This is an optimization exercise on Yosys and OpenROAD, whose aim is small area, not a production implementation. The RTL was checked by simulation tests, not by an equivalence proof against the original design. Power and IR drop assume default switching activity.

// cpu_reg_bank
module cpu_reg_bank
#(
    parameter int unsigned NUM_CH    = 4,
    parameter int unsigned DATA_W    = 32,
    parameter int unsigned ADDR_W    = 9,
    parameter int unsigned CH_BASE   = 20,
    parameter int unsigned CH_STRIDE = 16,
    parameter int unsigned PULSE_LEN = 4
) (
    input  logic                   clk,
    input  logic                   pRST,
    input  logic                   cpu_wr_n,
    input  logic                   cpu_rd_n,
    input  logic [ADDR_W-1:0]      cpu_addr,
    input  logic [DATA_W/8-1:0]    cpu_be,
    input  logic [DATA_W-1:0]      cpu_wdata,
    output logic [DATA_W-1:0]      cpu_rdata,
    output logic                   cpu_rvalid,
    output logic [NUM_CH-1:0]      ch_enable,
    output logic [NUM_CH-1:0]      ch_start,
    output logic [NUM_CH-1:0]      ch_stop,
    output logic [NUM_CH-1:0]      ch_clrfifo,
    output logic [16*NUM_CH-1:0]   ch_framelen,
    output logic [16*NUM_CH-1:0]   ch_blanklen,
    output logic [32*NUM_CH-1:0]   ch_totalnum,
    output logic [32*NUM_CH-1:0]   ch_cutnum,
    output logic [NUM_CH-1:0]      ch_commit,
    output logic                   error
);
export LEC_CHECK = 0
export CAP_MARGIN = 20
export CORE_MARGIN = 2
export CORE_UTILIZATION = 65
export SLEW_MARGIN = 20
export SYNTH_HIERARCHICAL = 1
export SYNTH_MINIMUM_KEEP_SIZE = 0
create_clock -name core_clock -period 5.0 [get_ports {clk}]
standard.sh (not shown) runs the stock make flow with config.mk's settings and CLKGATE_MAP_FILE= SYNTH_SCRIPT=/design/flow/synth_recipe.tcl, a recipe that flattens the netlist after the stock synthesis.
==> flow/flow/run.sh <==
#!/bin/bash
# The standard layout, with two changes made through ORFS's own knobs:
#  - the port buffers that global placement inserts are buf_1 cells
#    (every input and output port still gets its own buffer);
#  - clock tree synthesis uses small clock buffers and no dummy loads.
set -euo pipefail
export BUFFER_PORTS_ARGS="-buffer_cell sky130_fd_sc_hd__buf_1"
export CTS_ARGS="-sink_clustering_enable -repair_clock_nets -dont_use_dummy_load -buf_list {sky130_fd_sc_hd__clkbuf_4 sky130_fd_sc_hd__clkbuf_8}"
bash standard.sh > standard.log 2>&1
The starting point completed with no timing, DRC or antenna violations.
Edit:
--- a/flow/flow/run.sh
+++ b/flow/flow/run.sh
@@ -6,4 +6,4 @@
 set -euo pipefail
 export BUFFER_PORTS_ARGS="-buffer_cell sky130_fd_sc_hd__buf_1"
-export CTS_ARGS="-sink_clustering_enable -repair_clock_nets -dont_use_dummy_load -buf_list {sky130_fd_sc_hd__clkbuf_4 sky130_fd_sc_hd__clkbuf_8}"
+export CTS_ARGS="-sink_clustering_enable -repair_clock_nets -dont_use_dummy_load -sink_clustering_size 9 -sink_clustering_max_diameter 35 -buf_list {sky130_fd_sc_hd__clkbuf_4}"
 bash standard.sh > standard.log 2>&1
After rerunning: Cell area goes down by 2.4%. First-iteration DRC count went down by 3.2%. Non-clock buffer count climbs by 1.
Edit:
==> flow/run.sh (new file) <==
#!/bin/bash
# synth_recipe.tcl (not shown) runs the flow's synth.tcl, then flattens the netlist and writes it again
# the make line also repeats each setting of config.mk as NAME=value (left out here)
make -C /OpenROAD-flow-scripts/flow DESIGN_CONFIG=/design/flow/config.mk WORK_HOME=/design/flow/orfs CLKGATE_MAP_FILE= SYNTH_SCRIPT=/design/flow/synth_recipe.tcl finish
CTS_BUF_LIST = sky130_fd_sc_hd__clkbuf_4 sky130_fd_sc_hd__clkbuf_8   (was default)
removed: flow/flow/run.sh
removed: flow/standard.sh
After rerunning: Hold slack gets better by 0.29 ns; flip-flop and latch count is unchanged; die area does not change; clock-buffer cell count climbs by 76.
Edit:
==> flow/flow/run.sh (new file) <==
#!/bin/bash
# The standard layout, with two changes made through ORFS's own knobs:
#  - the port buffers that global placement inserts are buf_1 cells
#    (every input and output port still gets its own buffer);
#  - clock tree synthesis uses small clock buffers and no dummy loads.
set -euo pipefail
export BUFFER_PORTS_ARGS="-buffer_cell sky130_fd_sc_hd__buf_1"
export CTS_ARGS="-sink_clustering_enable -repair_clock_nets -dont_use_dummy_load -sink_clustering_size 14 -sink_clustering_max_diameter 50 -buf_list {sky130_fd_sc_hd__clkbuf_8}"
bash standard.sh > standard.log 2>&1
==> flow/standard.sh (new file) <==
#!/bin/bash
# synth_recipe.tcl (not shown) runs the flow's synth.tcl, then flattens the netlist and writes it again
# the make line also repeats each setting of config.mk as NAME=value (left out here)
make -C /OpenROAD-flow-scripts/flow DESIGN_CONFIG=/design/flow/config.mk WORK_HOME=/design/flow/orfs CLKGATE_MAP_FILE= SYNTH_SCRIPT=/design/flow/synth_recipe.tcl "${@:-finish}"
CTS_BUF_LIST = default   (was sky130_fd_sc_hd__clkbuf_4 sky130_fd_sc_hd__clkbuf_8)
removed: flow/run.sh
Outcome: The new run finished clean; sequential share of layout area rose by 7.1 points; routed wire length fell by 12%; power drops by about 20%; register-to-register slack gets worse by 0.05 ns; count of clock-buffer cells in the layout falls by 135; worst hold slack got worse by 0.088 ns; first-iteration DRC count drops by about 30%; die area stays the same; utilization decreases by 11 points; clock skew rose by 0.0090 ns.

==> what the ideal ports hide <==
The results above use ideal ports. As a check the final layouts listed here were re-extracted and re-timed, cells and wires unchanged.
Step 1, drivers: a clkbuf_16 drives clk and a buf_2 each remaining input, both assumed.
Step 2 times the ports against the registers' clock, not the clock port: input delays grow and output delays shrink by t, the midpoint of the rising clock arrivals with the driver on.
Three values: ideal, step 1, step 2; two values: the first two.
| run | t (ns) | setup WS [ns] | hold WS [ns] |
|---|---|---|---|
| the first run | 0.820 | 0.238 / 0.178 / 0.997 | 0.255 / 0.217 / 0.459 |
| the second run | 1.038 | 0.225 / 0.166 / 1.127 | 0.150 / 0.116 / 0.451 |
| the third run | 0.801 | 0.064 / 0.006 / 0.733 | 0.439 / 0.439 / 0.439 |
| the fourth run | 0.722 | 0.279 / 0.220 / 0.941 | 0.351 / 0.313 / 0.459 |
After both steps every run listed still meets setup and hold.
